What follows belongs to an exercise in optimizing a design on an open flow for small area, a short achievable clock period and few clock cycles per item; a production flow would make more cautious choices.
Function was not checked in any run shown here: the RTL went through the layout flow alone.
No activity file was given, so power comes from the tool's default toggle rates.

## config.mk

```make
export PLATFORM = sky130hd
export DESIGN_NAME = conv1d_top
export DESIGN_NICKNAME = conv1d_top
export VERILOG_FILES = /design/flow/design.v
export SDC_FILE = /design/flow/constraint.sdc
export NUM_CORES = 4
export LEC_CHECK = 0
export CAP_MARGIN = 20
export CORE_MARGIN = 2
export CORE_UTILIZATION = 40
export CTS_BUF_LIST = sky130_fd_sc_hd__clkbuf_8
export CTS_CLUSTER_DIAMETER = 40
export CTS_CLUSTER_SIZE = 16
export SETUP_SLACK_MARGIN = 4.5
export SLEW_MARGIN = 20
export SYNTH_HIERARCHICAL = 1
export SYNTH_MINIMUM_KEEP_SIZE = 0
```

## constraint.sdc

```tcl
create_clock -name core_clock -period 8.0 [get_ports {clk}]
set_input_delay 1.6000 -clock core_clock [delete_from_list [all_inputs] [get_ports {clk}]]
set_output_delay 1.6000 -clock core_clock [all_outputs]
set_load 0.01 [all_outputs]
```

## design.v

```verilog
package conv1d_pkg;
  localparam int ADDR_W   = 7;
  localparam int DATA_W   = 32;
  localparam int SAMPLE_W = 8;
  localparam int NUM_TAPS = 4;
  localparam int COUNT_W  = 7;
  localparam int SUM_W    = 18;
  localparam logic [7:0] REG_CTRL   = 8'h00;
  localparam logic [7:0] REG_STATUS = 8'h04;
  localparam logic [7:0] REG_TAPS   = 8'h08;
  localparam logic [7:0] REG_SRC    = 8'h0C;
  localparam logic [7:0] REG_DST    = 8'h10;
  localparam logic [7:0] REG_COUNT  = 8'h14;
endpackage
module conv1d_fa (
  input  logic a,
  input  logic b,
  input  logic c,
  output logic s,
  output logic co
);
  assign s  = a ^ b ^ c;
  assign co = (a & b) | (a & c) | (b & c);
endmodule
module conv1d_datapath (
  input  logic [3:0][3:0] x_i,
  input  logic [3:0][7:0] t_i,
  input  logic [17:4]   fs_n_i,
  input  logic [17:4]   fc_n_i,
  output logic [17:0]   s_n_o,
  output logic [17:0]   c_n_o
);
  logic [3:0][3:0][7:0] pp;
  always_comb begin
    for (int k = 0; k < 4; k++) begin
      for (int i = 0; i < 4; i++) begin
        for (int j = 0; j < 8; j++) begin
          pp[k][i][j] = ~(x_i[k][i] & t_i[k][j]);
        end
      end
    end
  end
  logic s0, c0, s1, c1, s2, c2, s3, c3;
  logic s4, c4, s5, c5, s6, c6, s7, c7;
  logic s8, c8, s9, c9, s10, c10, s11, c11;
  logic s12, c12, s13, c13, s14, c14, s15, c15;
  logic s16, c16, s17, c17, s18, c18, s19, c19;
  logic s20, c20, s21, c21, s22, c22, s23, c23;
  logic s24, c24, s25, c25, s26, c26, s27, c27;
  logic s28, c28, s29, c29, s30, c30, s31, c31;
  logic s32, c32, s33, c33, s34, c34, s35, c35;
  logic s36, c36, s37, c37, s38, c38, s39, c39;
  logic s40, c40, s41, c41, s42, c42, s43, c43;
  logic s44, c44, s45, c45, s46, c46, s47, c47;
  logic s48, c48, s49, c49, s50, c50, s51, c51;
  logic s52, c52, s53, c53, s54, c54, s55, c55;
  logic s56, c56, s57, c57, s58, c58, s59, c59;
  logic s60, c60, s61, c61, s62, c62, s63, c63;
  logic s64, c64, s65, c65, s66, c66, s67, c67;
  logic s68, c68, s69, c69, s70, c70, s71, c71;
  logic s72, c72, s73, c73, s74, c74, s75, c75;
  logic s76, c76, s77, c77, s78, c78, s79, c79;
  logic s80, c80, s81, c81, s82, c82, s83, c83;
  logic s84, c84, s85, c85, s86, c86, s87, c87;
  logic s88, c88, s89, c89, s90, c90, s91, c91;
  logic s92, c92, s93, c93, s94, c94, s95, c95;
  logic s96, c96, s97, c97, s98, c98, s99, c99;
  logic s100, c100, s101, c101, s102, c102, s103, c103;
  logic s104, c104, s105, c105, s106, c106, s107, c107;
  logic s108, c108, s109, c109, s110, c110, s111, c111;
  logic s112, c112, s113, c113, s114, c114, s115, c115;
  logic s116, c116, s117, c117, s118, c118, s119, c119;
  logic s120, c120, s121, c121, s122, c122, s123, c123;
  logic s124, c124, s125, c125, s126, c126, s127, c127;
  conv1d_fa u_fa1 (.a(pp[0][0][3]), .b(pp[0][1][2]), .c(pp[0][2][1]), .s(s0), .co(c0));
  conv1d_fa u_fa2 (.a(pp[0][3][0]), .b(pp[1][0][3]), .c(pp[1][1][2]), .s(s1), .co(c1));
  conv1d_fa u_fa3 (.a(pp[0][0][4]), .b(pp[0][1][3]), .c(pp[0][2][2]), .s(s2), .co(c2));
  conv1d_fa u_fa4 (.a(pp[0][3][1]), .b(pp[1][0][4]), .c(pp[1][1][3]), .s(s3), .co(c3));
  conv1d_fa u_fa5 (.a(pp[1][2][2]), .b(pp[1][3][1]), .c(pp[2][0][4]), .s(s4), .co(c4));
  conv1d_fa u_fa6 (.a(pp[2][1][3]), .b(pp[2][2][2]), .c(pp[2][3][1]), .s(s5), .co(c5));
  conv1d_fa u_fa7 (.a(pp[0][0][5]), .b(pp[0][1][4]), .c(pp[0][2][3]), .s(s6), .co(c6));
  conv1d_fa u_fa8 (.a(pp[0][3][2]), .b(pp[1][0][5]), .c(pp[1][1][4]), .s(s7), .co(c7));
  conv1d_fa u_fa9 (.a(pp[1][2][3]), .b(pp[1][3][2]), .c(pp[2][0][5]), .s(s8), .co(c8));
  conv1d_fa u_fa10 (.a(pp[2][1][4]), .b(pp[2][2][3]), .c(pp[2][3][2]), .s(s9), .co(c9));
  conv1d_fa u_fa11 (.a(pp[3][0][5]), .b(pp[3][1][4]), .c(pp[3][2][3]), .s(s10), .co(c10));
  conv1d_fa u_fa12 (.a(pp[0][0][6]), .b(pp[0][1][5]), .c(pp[0][2][4]), .s(s11), .co(c11));
  conv1d_fa u_fa13 (.a(pp[0][3][3]), .b(pp[1][0][6]), .c(pp[1][1][5]), .s(s12), .co(c12));
  conv1d_fa u_fa14 (.a(pp[1][2][4]), .b(pp[1][3][3]), .c(pp[2][0][6]), .s(s13), .co(c13));
  conv1d_fa u_fa15 (.a(pp[2][1][5]), .b(pp[2][2][4]), .c(pp[2][3][3]), .s(s14), .co(c14));
  conv1d_fa u_fa16 (.a(pp[3][0][6]), .b(pp[3][1][5]), .c(pp[3][2][4]), .s(s15), .co(c15));
  conv1d_fa u_fa17 (.a(pp[0][0][7]), .b(pp[0][1][6]), .c(pp[0][2][5]), .s(s16), .co(c16));
  conv1d_fa u_fa18 (.a(pp[0][3][4]), .b(pp[1][0][7]), .c(pp[1][1][6]), .s(s17), .co(c17));
  conv1d_fa u_fa19 (.a(pp[1][2][5]), .b(pp[1][3][4]), .c(pp[2][0][7]), .s(s18), .co(c18));
  conv1d_fa u_fa20 (.a(pp[2][1][6]), .b(pp[2][2][5]), .c(pp[2][3][4]), .s(s19), .co(c19));
  conv1d_fa u_fa21 (.a(pp[3][0][7]), .b(pp[3][1][6]), .c(pp[3][2][5]), .s(s20), .co(c20));
  conv1d_fa u_fa22 (.a(pp[0][1][7]), .b(pp[0][2][6]), .c(pp[0][3][5]), .s(s21), .co(c21));
  conv1d_fa u_fa23 (.a(pp[1][1][7]), .b(pp[1][2][6]), .c(pp[1][3][5]), .s(s22), .co(c22));
  conv1d_fa u_fa24 (.a(pp[2][1][7]), .b(pp[2][2][6]), .c(pp[2][3][5]), .s(s23), .co(c23));
  conv1d_fa u_fa25 (.a(pp[0][0][2]), .b(pp[0][1][1]), .c(pp[0][2][0]), .s(s24), .co(c24));
  conv1d_fa u_fa26 (.a(pp[1][0][2]), .b(pp[1][1][1]), .c(pp[1][2][0]), .s(s25), .co(c25));
  conv1d_fa u_fa27 (.a(pp[1][2][1]), .b(pp[1][3][0]), .c(pp[2][0][3]), .s(s26), .co(c26));
  conv1d_fa u_fa28 (.a(pp[2][1][2]), .b(pp[2][2][1]), .c(pp[2][3][0]), .s(s27), .co(c27));
  conv1d_fa u_fa29 (.a(pp[3][0][3]), .b(pp[3][1][2]), .c(pp[3][2][1]), .s(s28), .co(c28));
  conv1d_fa u_fa30 (.a(pp[3][0][4]), .b(pp[3][1][3]), .c(pp[3][2][2]), .s(s29), .co(c29));
  conv1d_fa u_fa31 (.a(pp[3][3][1]), .b(fs_n_i[4]), .c(fc_n_i[4]), .s(s30), .co(c30));
  conv1d_fa u_fa32 (.a(c0), .b(c1), .c(s2), .s(s31), .co(c31));
  conv1d_fa u_fa33 (.a(pp[3][3][2]), .b(fs_n_i[5]), .c(fc_n_i[5]), .s(s32), .co(c32));
  conv1d_fa u_fa34 (.a(c2), .b(c3), .c(c4), .s(s33), .co(c33));
  conv1d_fa u_fa35 (.a(c5), .b(s6), .c(s7), .s(s34), .co(c34));
  conv1d_fa u_fa36 (.a(pp[3][3][3]), .b(fs_n_i[6]), .c(fc_n_i[6]), .s(s35), .co(c35));
  conv1d_fa u_fa37 (.a(c6), .b(c7), .c(c8), .s(s36), .co(c36));
  conv1d_fa u_fa38 (.a(c9), .b(c10), .c(s11), .s(s37), .co(c37));
  conv1d_fa u_fa39 (.a(s12), .b(s13), .c(s14), .s(s38), .co(c38));
  conv1d_fa u_fa40 (.a(pp[3][3][4]), .b(fs_n_i[7]), .c(fc_n_i[7]), .s(s39), .co(c39));
  conv1d_fa u_fa41 (.a(c11), .b(c12), .c(c13), .s(s40), .co(c40));
  conv1d_fa u_fa42 (.a(c14), .b(c15), .c(s16), .s(s41), .co(c41));
  conv1d_fa u_fa43 (.a(s17), .b(s18), .c(s19), .s(s42), .co(c42));
  conv1d_fa u_fa44 (.a(pp[3][1][7]), .b(pp[3][2][6]), .c(pp[3][3][5]), .s(s43), .co(c43));
  conv1d_fa u_fa45 (.a(fs_n_i[8]), .b(fc_n_i[8]), .c(c16), .s(s44), .co(c44));
  conv1d_fa u_fa46 (.a(c17), .b(c18), .c(c19), .s(s45), .co(c45));
  conv1d_fa u_fa47 (.a(c20), .b(s21), .c(s22), .s(s46), .co(c46));
  conv1d_fa u_fa48 (.a(pp[0][2][7]), .b(pp[0][3][6]), .c(pp[1][2][7]), .s(s47), .co(c47));
  conv1d_fa u_fa49 (.a(pp[1][3][6]), .b(pp[2][2][7]), .c(pp[2][3][6]), .s(s48), .co(c48));
  conv1d_fa u_fa50 (.a(pp[3][2][7]), .b(pp[3][3][6]), .c(fs_n_i[9]), .s(s49), .co(c49));
  conv1d_fa u_fa51 (.a(fc_n_i[9]), .b(c21), .c(c22), .s(s50), .co(c50));
  conv1d_fa u_fa52 (.a(pp[0][3][7]), .b(pp[1][3][7]), .c(pp[2][3][7]), .s(s51), .co(c51));
  conv1d_fa u_fa53 (.a(pp[0][0][1]), .b(pp[0][1][0]), .c(pp[1][0][1]), .s(s52), .co(c52));
  conv1d_fa u_fa54 (.a(pp[2][0][2]), .b(pp[2][1][1]), .c(pp[2][2][0]), .s(s53), .co(c53));
  conv1d_fa u_fa55 (.a(pp[3][0][2]), .b(pp[3][1][1]), .c(pp[3][2][0]), .s(s54), .co(c54));
  conv1d_fa u_fa56 (.a(pp[3][3][0]), .b(c24), .c(c25), .s(s55), .co(c55));
  conv1d_fa u_fa57 (.a(s26), .b(s27), .c(s28), .s(s56), .co(c56));
  conv1d_fa u_fa58 (.a(c26), .b(c27), .c(c28), .s(s57), .co(c57));
  conv1d_fa u_fa59 (.a(s29), .b(s3), .c(s4), .s(s58), .co(c58));
  conv1d_fa u_fa60 (.a(s5), .b(s30), .c(s31), .s(s59), .co(c59));
  conv1d_fa u_fa61 (.a(c29), .b(s8), .c(s9), .s(s60), .co(c60));
  conv1d_fa u_fa62 (.a(s10), .b(c30), .c(s32), .s(s61), .co(c61));
  conv1d_fa u_fa63 (.a(c31), .b(s33), .c(s34), .s(s62), .co(c62));
  conv1d_fa u_fa64 (.a(s15), .b(c32), .c(s35), .s(s63), .co(c63));
  conv1d_fa u_fa65 (.a(c33), .b(c34), .c(s36), .s(s64), .co(c64));
  conv1d_fa u_fa66 (.a(s37), .b(s38), .c(1'b1), .s(s65), .co(c65));
  conv1d_fa u_fa67 (.a(s20), .b(c35), .c(s39), .s(s66), .co(c66));
  conv1d_fa u_fa68 (.a(c36), .b(c37), .c(c38), .s(s67), .co(c67));
  conv1d_fa u_fa69 (.a(s40), .b(s41), .c(s42), .s(s68), .co(c68));
  conv1d_fa u_fa70 (.a(s43), .b(s23), .c(c39), .s(s69), .co(c69));
  conv1d_fa u_fa71 (.a(c40), .b(c41), .c(c42), .s(s70), .co(c70));
  conv1d_fa u_fa72 (.a(s44), .b(s45), .c(s46), .s(s71), .co(c71));
  conv1d_fa u_fa73 (.a(c43), .b(c23), .c(s47), .s(s72), .co(c72));
  conv1d_fa u_fa74 (.a(s48), .b(s49), .c(c44), .s(s73), .co(c73));
  conv1d_fa u_fa75 (.a(c45), .b(c46), .c(s50), .s(s74), .co(c74));
  conv1d_fa u_fa76 (.a(pp[3][3][7]), .b(fs_n_i[10]), .c(fc_n_i[10]), .s(s75), .co(c75));
  conv1d_fa u_fa77 (.a(c47), .b(c48), .c(s51), .s(s76), .co(c76));
  conv1d_fa u_fa78 (.a(c49), .b(c50), .c(1'b1), .s(s77), .co(c77));
  conv1d_fa u_fa79 (.a(pp[1][1][0]), .b(pp[2][0][1]), .c(pp[2][1][0]), .s(s78), .co(c78));
  conv1d_fa u_fa80 (.a(c52), .b(s53), .c(s54), .s(s79), .co(c79));
  conv1d_fa u_fa81 (.a(c53), .b(c54), .c(s0), .s(s80), .co(c80));
  conv1d_fa u_fa82 (.a(s1), .b(s55), .c(s56), .s(s81), .co(c81));
  conv1d_fa u_fa83 (.a(c55), .b(c56), .c(s57), .s(s82), .co(c82));
  conv1d_fa u_fa84 (.a(s58), .b(s59), .c(1'b1), .s(s83), .co(c83));
  conv1d_fa u_fa85 (.a(c57), .b(c58), .c(s60), .s(s84), .co(c84));
  conv1d_fa u_fa86 (.a(s61), .b(c59), .c(s62), .s(s85), .co(c85));
  conv1d_fa u_fa87 (.a(c60), .b(c61), .c(s63), .s(s86), .co(c86));
  conv1d_fa u_fa88 (.a(c62), .b(s64), .c(s65), .s(s87), .co(c87));
  conv1d_fa u_fa89 (.a(c63), .b(s66), .c(c64), .s(s88), .co(c88));
  conv1d_fa u_fa90 (.a(c65), .b(s67), .c(s68), .s(s89), .co(c89));
  conv1d_fa u_fa91 (.a(c66), .b(s69), .c(c67), .s(s90), .co(c90));
  conv1d_fa u_fa92 (.a(c68), .b(s70), .c(s71), .s(s91), .co(c91));
  conv1d_fa u_fa93 (.a(s72), .b(c69), .c(c70), .s(s92), .co(c92));
  conv1d_fa u_fa94 (.a(s73), .b(c71), .c(s74), .s(s93), .co(c93));
  conv1d_fa u_fa95 (.a(s75), .b(c72), .c(s76), .s(s94), .co(c94));
  conv1d_fa u_fa96 (.a(c73), .b(c74), .c(s77), .s(s95), .co(c95));
  conv1d_fa u_fa97 (.a(fs_n_i[11]), .b(fc_n_i[11]), .c(c51), .s(s96), .co(c96));
  conv1d_fa u_fa98 (.a(c75), .b(c76), .c(c77), .s(s97), .co(c97));
  conv1d_fa u_fa99 (.a(pp[0][0][0]), .b(pp[1][0][0]), .c(pp[2][0][0]), .s(s98), .co(c98));
  conv1d_fa u_fa100 (.a(pp[3][0][1]), .b(pp[3][1][0]), .c(s78), .s(s99), .co(c99));
  conv1d_fa u_fa101 (.a(c78), .b(s24), .c(s25), .s(s100), .co(c100));
  conv1d_fa u_fa102 (.a(c79), .b(s80), .c(s81), .s(s101), .co(c101));
  conv1d_fa u_fa103 (.a(c80), .b(c81), .c(s82), .s(s102), .co(c102));
  conv1d_fa u_fa104 (.a(c82), .b(s84), .c(c83), .s(s103), .co(c103));
  conv1d_fa u_fa105 (.a(c84), .b(s86), .c(c85), .s(s104), .co(c104));
  conv1d_fa u_fa106 (.a(c86), .b(s88), .c(c87), .s(s105), .co(c105));
  conv1d_fa u_fa107 (.a(c88), .b(s90), .c(c89), .s(s106), .co(c106));
  conv1d_fa u_fa108 (.a(c90), .b(s92), .c(c91), .s(s107), .co(c107));
  conv1d_fa u_fa109 (.a(s94), .b(c92), .c(c93), .s(s108), .co(c108));
  conv1d_fa u_fa110 (.a(s96), .b(c94), .c(c95), .s(s109), .co(c109));
  conv1d_fa u_fa111 (.a(fs_n_i[12]), .b(fc_n_i[12]), .c(c96), .s(s110), .co(c110));
  conv1d_fa u_fa112 (.a(c98), .b(s52), .c(s99), .s(s111), .co(c111));
  conv1d_fa u_fa113 (.a(c99), .b(s100), .c(s79), .s(s112), .co(c112));
  conv1d_fa u_fa114 (.a(c100), .b(s101), .c(1'b1), .s(s113), .co(c113));
  conv1d_fa u_fa115 (.a(c101), .b(s102), .c(s83), .s(s114), .co(c114));
  conv1d_fa u_fa116 (.a(c102), .b(s85), .c(s103), .s(s115), .co(c115));
  conv1d_fa u_fa117 (.a(s87), .b(c103), .c(s104), .s(s116), .co(c116));
  conv1d_fa u_fa118 (.a(s89), .b(c104), .c(s105), .s(s117), .co(c117));
  conv1d_fa u_fa119 (.a(s91), .b(c105), .c(s106), .s(s118), .co(c118));
  conv1d_fa u_fa120 (.a(s93), .b(c106), .c(s107), .s(s119), .co(c119));
  conv1d_fa u_fa121 (.a(s95), .b(c107), .c(s108), .s(s120), .co(c120));
  conv1d_fa u_fa122 (.a(s97), .b(c108), .c(s109), .s(s121), .co(c121));
  conv1d_fa u_fa123 (.a(s110), .b(c97), .c(c109), .s(s122), .co(c122));
  conv1d_fa u_fa124 (.a(fs_n_i[13]), .b(fc_n_i[13]), .c(c110), .s(s123), .co(c123));
  conv1d_fa u_fa125 (.a(fs_n_i[14]), .b(fc_n_i[14]), .c(1'b1), .s(s124), .co(c124));
  conv1d_fa u_fa126 (.a(fs_n_i[15]), .b(fc_n_i[15]), .c(1'b1), .s(s125), .co(c125));
  conv1d_fa u_fa127 (.a(fs_n_i[16]), .b(fc_n_i[16]), .c(1'b1), .s(s126), .co(c126));
  conv1d_fa u_fa128 (.a(fs_n_i[17]), .b(fc_n_i[17]), .c(1'b1), .s(s127), .co(c127));
  assign s_n_o[0] = pp[3][0][0];
  assign c_n_o[0] = s98;
  assign s_n_o[1] = s111;
  assign c_n_o[1] = 1'b1;
  assign s_n_o[2] = c111;
  assign c_n_o[2] = s112;
  assign s_n_o[3] = c112;
  assign c_n_o[3] = s113;
  assign s_n_o[4] = c113;
  assign c_n_o[4] = s114;
  assign s_n_o[5] = c114;
  assign c_n_o[5] = s115;
  assign s_n_o[6] = c115;
  assign c_n_o[6] = s116;
  assign s_n_o[7] = c116;
  assign c_n_o[7] = s117;
  assign s_n_o[8] = c117;
  assign c_n_o[8] = s118;
  assign s_n_o[9] = c118;
  assign c_n_o[9] = s119;
  assign s_n_o[10] = c119;
  assign c_n_o[10] = s120;
  assign s_n_o[11] = c120;
  assign c_n_o[11] = s121;
  assign s_n_o[12] = c121;
  assign c_n_o[12] = s122;
  assign s_n_o[13] = s123;
  assign c_n_o[13] = c122;
  assign s_n_o[14] = s124;
  assign c_n_o[14] = c123;
  assign s_n_o[15] = c124;
  assign c_n_o[15] = s125;
  assign s_n_o[16] = c125;
  assign c_n_o[16] = s126;
  assign s_n_o[17] = c126;
  assign c_n_o[17] = s127;
endmodule
`timescale 1ns/1ps
module conv1d_top (
  input  logic        clk,
  input  logic        rst_n,
  input  logic        psel_i,
  input  logic        penable_i,
  input  logic        pwrite_i,
  input  logic [7:0]  paddr_i,
  input  logic [31:0] pwdata_i,
  output logic [31:0] prdata_o,
  output logic        pready_o,
  output logic        pslverr_o,
  output logic        mem_req_o,
  output logic        mem_we_o,
  output logic [6:0]  mem_addr_o,
  output logic [31:0] mem_wdata_o,
  input  logic [31:0] mem_rdata_i,
  output logic        done_o
);
  localparam int SW = conv1d_pkg::SUM_W;
  logic sel_ctrl_q, sel_stat_q, sel_taps_q, sel_src_q, sel_dst_q, sel_cnt_q, bad_q;
  always_ff @(posedge clk) begin
    sel_ctrl_q <= (paddr_i == conv1d_pkg::REG_CTRL);
    sel_stat_q <= (paddr_i == conv1d_pkg::REG_STATUS);
    sel_taps_q <= (paddr_i == conv1d_pkg::REG_TAPS);
    sel_src_q  <= (paddr_i == conv1d_pkg::REG_SRC);
    sel_dst_q  <= (paddr_i == conv1d_pkg::REG_DST);
    sel_cnt_q  <= (paddr_i == conv1d_pkg::REG_COUNT);
    bad_q      <= !(paddr_i == conv1d_pkg::REG_CTRL  || paddr_i == conv1d_pkg::REG_STATUS ||
                    paddr_i == conv1d_pkg::REG_TAPS  || paddr_i == conv1d_pkg::REG_SRC ||
                    paddr_i == conv1d_pkg::REG_DST   || paddr_i == conv1d_pkg::REG_COUNT);
  end
  logic wr;
  assign wr        = psel_i & penable_i & pwrite_i;
  assign pready_o  = 1'b1;
  assign pslverr_o = bad_q;
  logic [31:0] taps_q;
  logic [6:0]  src_q, dst_q, cnt_q;
  always_ff @(posedge clk or posedge rst_n) begin
    if (rst_n) begin
      taps_q <= '0;
      src_q  <= '0;
      dst_q  <= '0;
      cnt_q  <= '0;
    end else begin
      if (wr && sel_taps_q) taps_q <= pwdata_i;
      if (wr && sel_src_q)  src_q  <= pwdata_i[6:0];
      if (wr && sel_dst_q)  dst_q  <= pwdata_i[6:0];
      if (wr && sel_cnt_q)  cnt_q  <= pwdata_i[6:0];
    end
  end
  logic       run_q;      
  logic       done_q;
  logic       req_q, we_q;
  logic       ph_q;       
  logic [1:0] fs_q;       
  logic [6:0] wl_q;       
  logic [6:0] rdp_q, wrp_q;
  logic       rv_q;       
  logic start, setup_start, idle;
  logic spec_q;           
  assign start       = wr & sel_ctrl_q & pwdata_i[0] & ~run_q;
  assign setup_start = psel_i & ~penable_i & pwrite_i & (paddr_i == conv1d_pkg::REG_CTRL) &
                       pwdata_i[0] & ~run_q & (cnt_q != '0);
  assign idle        = ~run_q & ~spec_q;
  logic       rd_now, wr_now;
  logic [6:0] wl_d;
  assign rd_now = req_q & ~we_q;
  assign wr_now = req_q & we_q;
  assign wl_d   = wl_q - {6'd0, wr_now};
  logic nx_rd, nx_wr, last;
  always_comb begin
    nx_rd = 1'b0;
    nx_wr = 1'b0;
    last  = 1'b0;
    if (run_q || (start && spec_q)) begin
      if (!ph_q) begin
        nx_rd = fs_q[1] || (wl_d > ((fs_q == 2'd1) ? 7'd1 : 7'd2));
      end else if (fs_q == 2'd3) begin
        nx_rd = 1'b1;
      end else if (fs_q == 2'd0) begin
        nx_wr = 1'b1;
        last  = (wl_q == 7'd1);
      end
    end
  end
  always_ff @(posedge clk or posedge rst_n) begin
    if (rst_n) begin
      run_q  <= 1'b0;
      done_q <= 1'b0;
      req_q  <= 1'b0;
      spec_q <= 1'b0;
    end else begin
      spec_q <= setup_start;
      if (start) begin
        run_q  <= (cnt_q != '0);
        done_q <= (cnt_q == '0);
      end else if (last) begin
        run_q  <= 1'b0;
        done_q <= 1'b1;
      end
      req_q <= setup_start | (start & ~spec_q & (cnt_q != '0)) | nx_rd | nx_wr;
    end
  end
  logic ph_d;
  assign ph_d = idle ? 1'b0 : ~ph_q;
  always_ff @(posedge clk) ph_q <= ph_d;
  always_ff @(posedge clk) begin
    rv_q <= rd_now;
    if (idle) begin
      we_q  <= 1'b0;
      fs_q  <= 2'd3;
      wl_q  <= cnt_q;
      rdp_q <= src_q;
      wrp_q <= dst_q;
    end else begin
      we_q <= nx_wr;
      if (ph_q && fs_q != 2'd0) fs_q <= fs_q - 2'd1;
      wl_q <= wl_d;
      if (rd_now) rdp_q <= rdp_q + 7'd1;
      if (wr_now) wrp_q <= wrp_q + 7'd1;
    end
  end
  assign mem_req_o  = req_q;
  assign mem_we_o   = we_q;
  assign mem_addr_o = we_q ? wrp_q : rdp_q;
  logic [3:0][7:0] w_q;
  logic [3:0][7:0] w_src;
  always_comb begin
    for (int k = 0; k < 3; k++) w_src[k] = rv_q ? w_q[k+1] : w_q[k];
    w_src[3] = rv_q ? (ph_q ? {mem_rdata_i[3:0], mem_rdata_i[7:4]} : mem_rdata_i[7:0]) : w_q[3];
  end
  always_ff @(posedge clk) begin
    for (int k = 0; k < 4; k++) w_q[k] <= {w_src[k][3:0], w_src[k][7:4]};
  end
  logic [3:0][3:0] xn;
  always_comb begin
    for (int k = 0; k < 4; k++) xn[k] = w_q[k][3:0];
  end
  logic [SW-1:0] s_n_q, c_n_q, s_n_d, c_n_d;
  conv1d_datapath u_dp (
    .x_i    (xn),
    .t_i    (taps_q),
    .fs_n_i (s_n_q[SW-5:0] | {(SW-4){ph_q}}),
    .fc_n_i (c_n_q[SW-5:0] | {(SW-4){ph_q}}),
    .s_n_o  (s_n_d),
    .c_n_o  (c_n_d)
  );
  always_ff @(posedge clk) begin
    s_n_q <= s_n_d;
    c_n_q <= c_n_d;
  end
  logic [SW-1:0] res_q;
  always_ff @(posedge clk) begin
    res_q <= ~(s_n_q + c_n_q + SW'(1));
  end
  assign mem_wdata_o = {{(32-SW){1'b0}}, res_q};
  always_comb begin
    prdata_o = '0;
    prdata_o |= {32{sel_taps_q}} & taps_q;
    prdata_o[6:0] |= ({7{sel_src_q}} & src_q) | ({7{sel_dst_q}} & dst_q) | ({7{sel_cnt_q}} & cnt_q);
    prdata_o[1:0] |= {2{sel_stat_q}} & {done_q, run_q};
  end
  assign done_o = done_q;
endmodule
```

## flow/run.sh

```bash
#!/bin/bash
# Standard layout, with the smallest plain buffer on the ports.
set -euo pipefail
export BUFFER_PORTS_ARGS="-buffer_cell sky130_fd_sc_hd__buf_1"
bash standard.sh > standard.log 2>&1
```

## standard.sh

```bash
#!/bin/bash
# synth_recipe.tcl (not shown) runs the flow's synth.tcl, then flattens the netlist and writes it again
# the make line also repeats each setting of config.mk as NAME=value (left out here)
make -C /OpenROAD-flow-scripts/flow DESIGN_CONFIG=/design/flow/config.mk WORK_HOME=/design/flow/orfs CLKGATE_MAP_FILE= SYNTH_SCRIPT=/design/flow/synth_recipe.tcl "${@:-finish}"
```

==> metrics.cfg, run 1 <==
[sta]
timing.setup.tns_ps = 0
relSlewSlack_pct = 47.06
finClkSkew_ps = 23.10
worstMarginPinSlew_ps = 794.0
clock.fmax_mhz = 281.6
drv_slew = 0
final_min_period_over_clock_period_pct = 44.38
finalCriticalPeriod_ps = 3551
grt_setup_unrepaired = true
setup-violations-final = 0
report.final.hold_viol_count = 0

[global_route]
grt_first_pass_wirelength_um = 39110
antenna_found_initial = 0
grt_max_degree = 58
globalRouteOverflowTotal = 0
grt_usage_pct = 17.44
grt_pass1_vias = 7386

[worst_setup_path]
criticalPathCategory = reg -> reg
cp_top_family = adder cells
cp.arrival_ps = 3900
crit_path_cell_trace = nand2_2 > fa_1 > fa_1 > fa_2 > fa_2 > fa_2 > fa_1
timing.rr.start = taps_q[2]
crit_fanout = 4
crit_path_max_incr_delay_ps = 610
worst_r2r_endpoint = c_n_q[5]
worstSetupEndpointType = register
regToRegSetupSlack_ps = 4450
crit_buf_inv = 0
reg2reg_depth = 7
critPathRequiredTime_ps = 8350
worst_setup_path_start_kind = register
crit_path_top_delay_cell = fa_1

[die]
design.core.area_mm2 = 0.02703
floorplan.die.width_um = 170.3
dieHeight_um = 170.3
ioPinCount = 153
die-area_mm2 = 0.02901
placement_rows = 60
floorplan.initialDensity_pct = 40.94

[synthesis]
synthesis.instances = 970
main_combinational_cell_family_by_area_after_synthesis = adder cells
synth_fa_ha_area_share_pct = 26.39
synth-edff-count = 14
unique_masters_post_synth = 64
synth_compound_gate_area_share_pct = 5.642
synthMuxAreaShare_pct = 9.860
synth.ff_latch_count = 176
synthSimpleGateAreaFrac_pct = 13.49
synth-seq-area-share_pct = 35.69
post_syn_area_mm2 = 0.01107
ys_dominant_reg_cell = dfxtp_1
synth_xor_area_share_pct = 2.454
postSynthAreaPerCell_um2 = 11.41
yosys_warnings = 8
synth-async-reset-ratio_pct = 32.39

[outcome]
outcome = finished clean

[finish]
antenna_cells_inserted = 0
layout.nets = 1294
mostFrequentLayoutCells = nand2_1 (155), buf_1 (113), fa_1 (110)
final-seq-area_mm2 = 0.004039
area_used_by_multi_input_combinational_logic_mm2 = 0.006545
post_route_cells_drive_above_1_share_pct = 23.93
commonest_non_fill_non_tap_cell_in_the_layout = nand2_1
fillCellCount = 2634
layout-area-overhead-vs-synth_pct = 9.622

[clock_network]
cts_inserted_buffers = 17
cts_sinks = 176
path_clk_slew_ps = 110
cts-root-buf = clkbuf_8
clk-insertion-delay-late_ps = 480
tritoncts = built
clock_tree.buffer_depth = 2
h-tree-depth = 4

[routing]
via_count = 7078
drtAntennaViolNets = 0
drt-vias-per-instance = 5.002
drt_first_iter_violations = 378
max_used_layer = met4
dr.pass1.iters = 6
wl_per_cell_um = 16.80
route.met3.wl_um = 1358
wirelength_met1_um = 11550
detail_route.drc_violations = 0
met2_wirelength_um = 10480
wl_um = 23770

[pwr]
power.density_mw_per_mm2 = 167.7
design_power_total_uw = 2034
p_sw_uw = 655.5
vdd_drop_max_mv = 0.07460
p_clk_share_pct = 31.2
combPwrFrac_pct = 20.1
swShare_pct = 32.22
sequential_cell_fraction_of_total_power_pct = 48.6
internal-power_uw = 1379
p_leak_uw = 0.004275

[min_path]
hold_path_depth = 1
worstHoldPathType = reg -> reg
hold_end = w_q[2]
min-delay-start = w_q[6]

[run]
cap_viol_max_count = 0

[placement]
placement.io_buffers = 113
routabilityCongestion = 0.8803
dpl.hpwl_um = 18420

## Yosys stat by module, one instance, submodules excluded
module / times used / cells / flip-flops and latches / area (um2)
conv1d_top: 1 / 661 / 176 / 7569
conv1d_fa: 128 / 1 / 0 / 20.02
conv1d_datapath: 1 / 181 / 0 / 934.6
## cell type report
type / count / area share (%)
Clock buffer: 17 / 1.929
Clock inverter: 15 / 1.516
Inverter: 13 / 0.4023
Multi-Input combinational cell: 710 / 53.96
Sequential cell: 176 / 33.30
Tap cell: 341 / 3.517
Timing Repair Buffer: 143 / 5.384
## synth_stat cells (14+ instances only)
cell | number | share of area (%)
a21oi_1 | 35 | 1.6
and2_1 | 26 | 1.5
buf_4 | 51 | 3.5
buf_6 | 16 | 1.6
clkbuf_1 | 18 | 0.61
dfrtp_1 | 57 | 13
dfxtp_1 | 105 | 19
edfxtp_1 | 14 | 3.8
fa_1 | 129 | 23
ha_1 | 27 | 3.1
mux2_2 | 88 | 9.0
nand2_1 | 158 | 5.4
nor2_1 | 42 | 1.4
or2_2 | 30 | 1.7
xnor2_1 | 20 | 1.6
## power groups by stage
stage	combinational, uW	sequential (uW)	clock [uW]
floorplan	332	1030	0
global placement	402	1010	0
detailed placement	408	1010	0
CTS	412	992	658
global route	463	998	693
finish	410	989	635
## how the worst max path moves through the flow
stage	cells after the start	to	from
after floorplan	9	c_n_q[7]	w_q[19]
after global placement	7	c_n_q[7]	ph_q
after detailed placement	7	c_n_q[5]	ph_q
after CTS	7	c_n_q[5]	taps_q[3]
after global routing	7	c_n_q[5]	taps_q[3]
final	7	c_n_q[5]	taps_q[2]
## per-layer routing
layer | track usage, % | up-vias
li1 | - | 3333
met1 | 25.10 | 3512
met2 | 26.74 | 212
met3 | 3.512 | 21
met4 | 4.942 | 0
met5 | 0 | -
## what timing repair did
item / 4_1_cts / 5_1_grt
endpoints found under the setup margin: 48 / 14
resized for setup: 50 / 27
setup buffers: 11 / 15
pin swaps: 3 / 12
hold buffers: 0 / 0
## sequential cells by signal (all words and copies together) (netlist names), 2 cells and up
signal / flops
c_n_q: 18
cnt_q: 7
dst_q: 7
fs_q: 2
rdp_q: 7
res_q: 18
s_n_q: 18
src_q: 7
taps_q: 32
w_q: 32
wl_q: 7
wrp_q: 7
## kinds of logic after synthesis
group,after synthesis
buf+inv,105
xor+xnor,31
mux,98
simple gates,309
fa+ha+maj,156
other cells,3
compound gates,92
flops,176
## metrics by stage
step / area (um2) / instances / hold slack, ps / setup slack [ps] / util [%]
floorplan: 11150 / 991 / 434.0 / 4482 / -
global placement: 11370 / 1357 / 440.1 / 4190 / 42.08
detailed placement: 11370 / 1357 / 443.2 / 4157 / 42.08
CTS: 11960 / 1400 / 462.4 / 4458 / 44.25
global route: 12130 / 1415 / 474.5 / 4381 / 44.88
finish: 12130 / 1415 / 460.2 / 4449 / 44.88
==> inputs of run 2 (changes only) <==
--- a/config.mk
+++ b/config.mk
@@ -9,7 +9,4 @@
 export CORE_MARGIN = 2
-export CORE_UTILIZATION = 40
-export CTS_BUF_LIST = sky130_fd_sc_hd__clkbuf_8
-export CTS_CLUSTER_DIAMETER = 40
-export CTS_CLUSTER_SIZE = 16
-export SETUP_SLACK_MARGIN = 4.5
+export CORE_UTILIZATION = 65
+export SETUP_SLACK_MARGIN = 4.8
 export SLEW_MARGIN = 20
==> metrics.cfg, run 2 <==
[outcome]
outcome = finished clean  ; unchanged

[clock_network]
postCtsHoldBufs = 0  ; unchanged
tritoncts = built  ; unchanged
clk-insertion-delay-late_ps = 420  ; was 480 ps
cts_inserted_buffers = 17  ; unchanged
path_clk_slew_ps = 70  ; was 110 ps
cts-root-buf = clkbuf_16  ; was clkbuf_8
h-tree-depth = 4  ; unchanged
cts_sinks = 176  ; unchanged
clock_tree.buffer_depth = 2  ; unchanged

[synthesis]
synth-async-reset-ratio_pct = 32.39  ; unchanged
ys_dominant_reg_cell = dfxtp_1  ; unchanged
unique_masters_post_synth = 64  ; unchanged
postSynthAreaPerCell_um2 = 11.41  ; unchanged
post_syn_area_mm2 = 0.01107  ; unchanged
synth-seq-area-share_pct = 35.69  ; unchanged
netlist.area_leader.share_pct = 23.34  ; unchanged
synth_area_leaders = fa_1 (23%), dfxtp_1 (19%), dfrtp_1 (13%)  ; unchanged
post-synth-top-count-cell = nand2_1  ; unchanged
yosysTopAreaCell = fa_1  ; unchanged
synth-edff-count = 14  ; unchanged
synthesis.instances = 970  ; unchanged
yosys_warnings = 8  ; unchanged
ys_top_cells_by_count = nand2_1 (158), fa_1 (129), dfxtp_1 (105), mux2_2 (88), dfrtp_1 (57)  ; unchanged
synth.ff_latch_count = 176  ; unchanged

[global_route]
globalRouteOverflowTotal = 0  ; unchanged
grt.busiest_layer = met2  ; unchanged
grt_max_degree = 58  ; unchanged
antenna_found_initial = 0  ; unchanged
grt_pass1_vias = 7722  ; was 7386
grt_first_pass_wirelength_um = 39970  ; was 39110 um
groute.layer.met1.usage_pct = 40.81  ; was 25.10%
grt_usage_pct = 29.10  ; was 17.44%
gr-usage-met3_pct = 5.368  ; was 3.512%
global_routing_usage_on_met2_pct = 47.00  ; was 26.74%

[placement]
routabilityCongestion = 0.8736  ; was 0.8803
postPlaceCellArea_mm2 = 0.01130  ; was 0.01137 mm2
dpl.hpwl_um = 17740  ; was 18420 um
placement.io_buffers = 113  ; unchanged

[pwr]
internal-power_uw = 1618  ; was 1379 uW
p_sw_uw = 638.0  ; was 655.5 uW
swShare_pct = 28.28  ; was 32.22%
sequential_cell_fraction_of_total_power_pct = 43.9  ; was 48.6%
vdd_drop_max_mv = 0.1466  ; was 0.07460 mV
combPwrFrac_pct = 18.7  ; was 20.1%
p_clk_share_pct = 37.3  ; was 31.2%
p_leak_uw = 0.004612  ; was 0.004275 uW
power.density_mw_per_mm2 = 179.2  ; was 167.7 mW/mm2

[routing]
dr.pass1.iters = 5  ; was 6
drt-vias-per-instance = 5.629  ; was 5.002
drt_first_iter_violations = 414  ; was 378
wl_per_cell_um = 18.92  ; was 16.80 um
wl_um = 24910  ; was 23770 um
via_count = 7414  ; was 7078
drtAntennaViolNets = 0  ; unchanged
detail_route.drc_violations = 0  ; unchanged

[finish]
layout-area-overhead-vs-synth_pct = 13.79  ; was 9.622%
layout.cell_area.non_filler_mm2 = 0.01259  ; was 0.01213 mm2
mostFrequentLayoutCells = nand2_1 (137), buf_1 (113), mux2_2 (88)  ; was nand2_1 (155), buf_1 (113), fa_1 (110)
commonest_non_fill_non_tap_cell_in_the_layout = nand2_1  ; unchanged
fillCellCount = 1191  ; was 2634
post_route_cells_drive_above_1_share_pct = 31.81  ; was 23.93%
antenna_cells_inserted = 0  ; unchanged
top_regs = taps_q (32), w_q (32)  ; unchanged
layout.nets = 1317  ; was 1294

[worst_setup_path]
critPathRequiredTime_ps = 8300  ; was 8350 ps
cp.arrival_ps = 3850  ; was 3900 ps
crit_fanout = 7  ; was 4
worst_setup_path_start_kind = register  ; unchanged
criticalPathCategory = reg -> reg  ; unchanged
worstSetupEndpointType = register  ; unchanged

[die]
floorplan.die.width_um = 134.5  ; was 170.3 um
dieHeight_um = 134.5  ; was 170.3 um
placement_rows = 47  ; was 60
design.core.area_mm2 = 0.01658  ; was 0.02703 mm2
die-area_mm2 = 0.01808  ; was 0.02901 mm2
floorplan.initialDensity_pct = 66.73  ; was 40.94%
ioPinCount = 153  ; unchanged

[sta]
timing.setup.tns_ps = 0  ; unchanged
relSlewSlack_pct = 46.05  ; was 47.06%
report.final.hold_viol_count = 0  ; unchanged
worstMarginPinSlew_ps = 807.6  ; was 794.0 ps
clock.fmax_mhz = 281.2  ; was 281.6 MHz
final_min_period_over_clock_period_pct = 44.45  ; was 44.38%
drv_slew = 0  ; unchanged
finalCriticalPeriod_ps = 3556  ; was 3551 ps
setup-violations-final = 0  ; unchanged
finClkSkew_ps = 9.787  ; was 23.10 ps
grt_setup_unrepaired = true  ; unchanged

[min_path]
worstHoldPathType = reg -> reg  ; unchanged

[run]
cap_viol_max_count = 0  ; unchanged

## run 2: cell counts after synthesis
No cell type changed its count.
## run 2: per-stage QoR
stage	setup slack, ps	instances	hold slack [ps]	utilization (%)	power [uW]
after floorplan	4533	991	434.0	-	1360
after global placement	4364	1235	437.6	68.12	1415
after detailed placement	4266	1235	447.5	68.12	1426
after CTS	4493	1304	463.6	74.60	2266
after global routing	4392	1317	478.7	75.93	2363
final	4444	1317	463.9	75.93	2256
## run 2: power groups by stage
stage | clock [uW] | sequential (uW) | combinational (uW)
after floorplan | 0 | 1030 | 334
after global placement | 0 | 1010 | 400
after detailed placement | 0 | 1020 | 411
after CTS | 852 | 992 | 422
after global routing | 887 | 998 | 478
final | 842 | 991 | 423
## run 2: cell type report
class	instances	area [um2]	share of cell area [%]
inverters	13	48.80	0.3875
clock buffers	21	481.7	3.826
multi-input cells	710	6735	53.49
well taps	220	275.3	2.186
flip-flops and latches	176	4044	32.11
repair buffers	166	888.4	7.055
clock inverters	11	118.9	0.9440
## run 2: worst max-delay path, stage by stage, from the launching register on
cell	delay, ps
dfxtp_4	410
buf_6	110
nand2_2	40
fa_1	480
fa_2	560
fa_2	470
fa_2	370
fa_2	560
fa_2	430
## run 2: final timing paths
| kind | startpoint | endpoint | slack (ps) | cells after the start |
|---|---|---|---|---|
| setup / recovery | w_q[2] | c_n_q[6] | 4440 | 8 |
| hold / removal | w_q[6] | w_q[2] | 460 | 1 |
| setup reg to reg | w_q[2] | c_n_q[6] | 4440 | 8 |
| hold reg to reg | w_q[6] | w_q[2] | 460 | 1 |
| max in group asynchronous | rst_n | taps_q[31] | 6090 | 3 |
| min in group asynchronous | rst_n | taps_q[23] | 1370 | 3 |
## run 2: modules after synthesis (local to each module, per instance)
| module | cells | copies in the design | cell area, um2 | flops+latches |
|---|---|---|---|---|
| conv1d_top | 661 | 1 | 7569 | 176 |
| conv1d_fa | 1 | 128 | 20.02 | 0 |
| conv1d_datapath | 181 | 1 | 934.6 | 0 |
## run 2: timing repair
item,in CTS,in global routing
gates resized for setup,88,44
setup endpoints to repair,56,32
setup buffers,37,13
pin swaps,24,18
endpoints found under the hold margin,0,0
## run 2: per-layer routing
layer / part of all wire [%] / vias up
li1: - / 3386
met1: 44 / 3748
met3: 6.1 / 28
met5: 0 / -
met4: 1.6 / 0
met2: 48 / 252
## run 2: logic make-up after synthesis
group	synth area share [%]
other	0.1018
adders and majority gates	26.39
buffers and inverters	6.377
muxes	9.860
AOI/OAI and AO/OA	5.643
xor gates and xnor gates	2.454
and+or+nand+nor	13.49
DFF	35.69

static timing again, ports no longer ideal:
The flow's constraints put no driver on any port. The routed layouts listed below were extracted and timed again, unchanged, in two steps.
Step 1 sets driving cells, clkbuf_16 on the clock port and buf_2 on the other inputs (assumed; they add their load-dependent delay and slew).
Step 2 also shifts input and output timing later by t, the mid clock arrival at the registers, as if the neighbouring blocks saw the same clock.
a / b / c = no drivers / after step 1 / after step 2; a / b = the first two.
| run | t (ns) | slack for setup (ns) | clock arrival spread, ns |
|---|---|---|---|
| run 1 | 0.512 | 4.449 / 4.449 / 4.449 | 0.024 / 0.023 |
| run 2 | 0.464 | 4.444 / 4.444 / 4.444 | 0.009 / 0.010 |
After both steps every run listed still meets setup and hold.
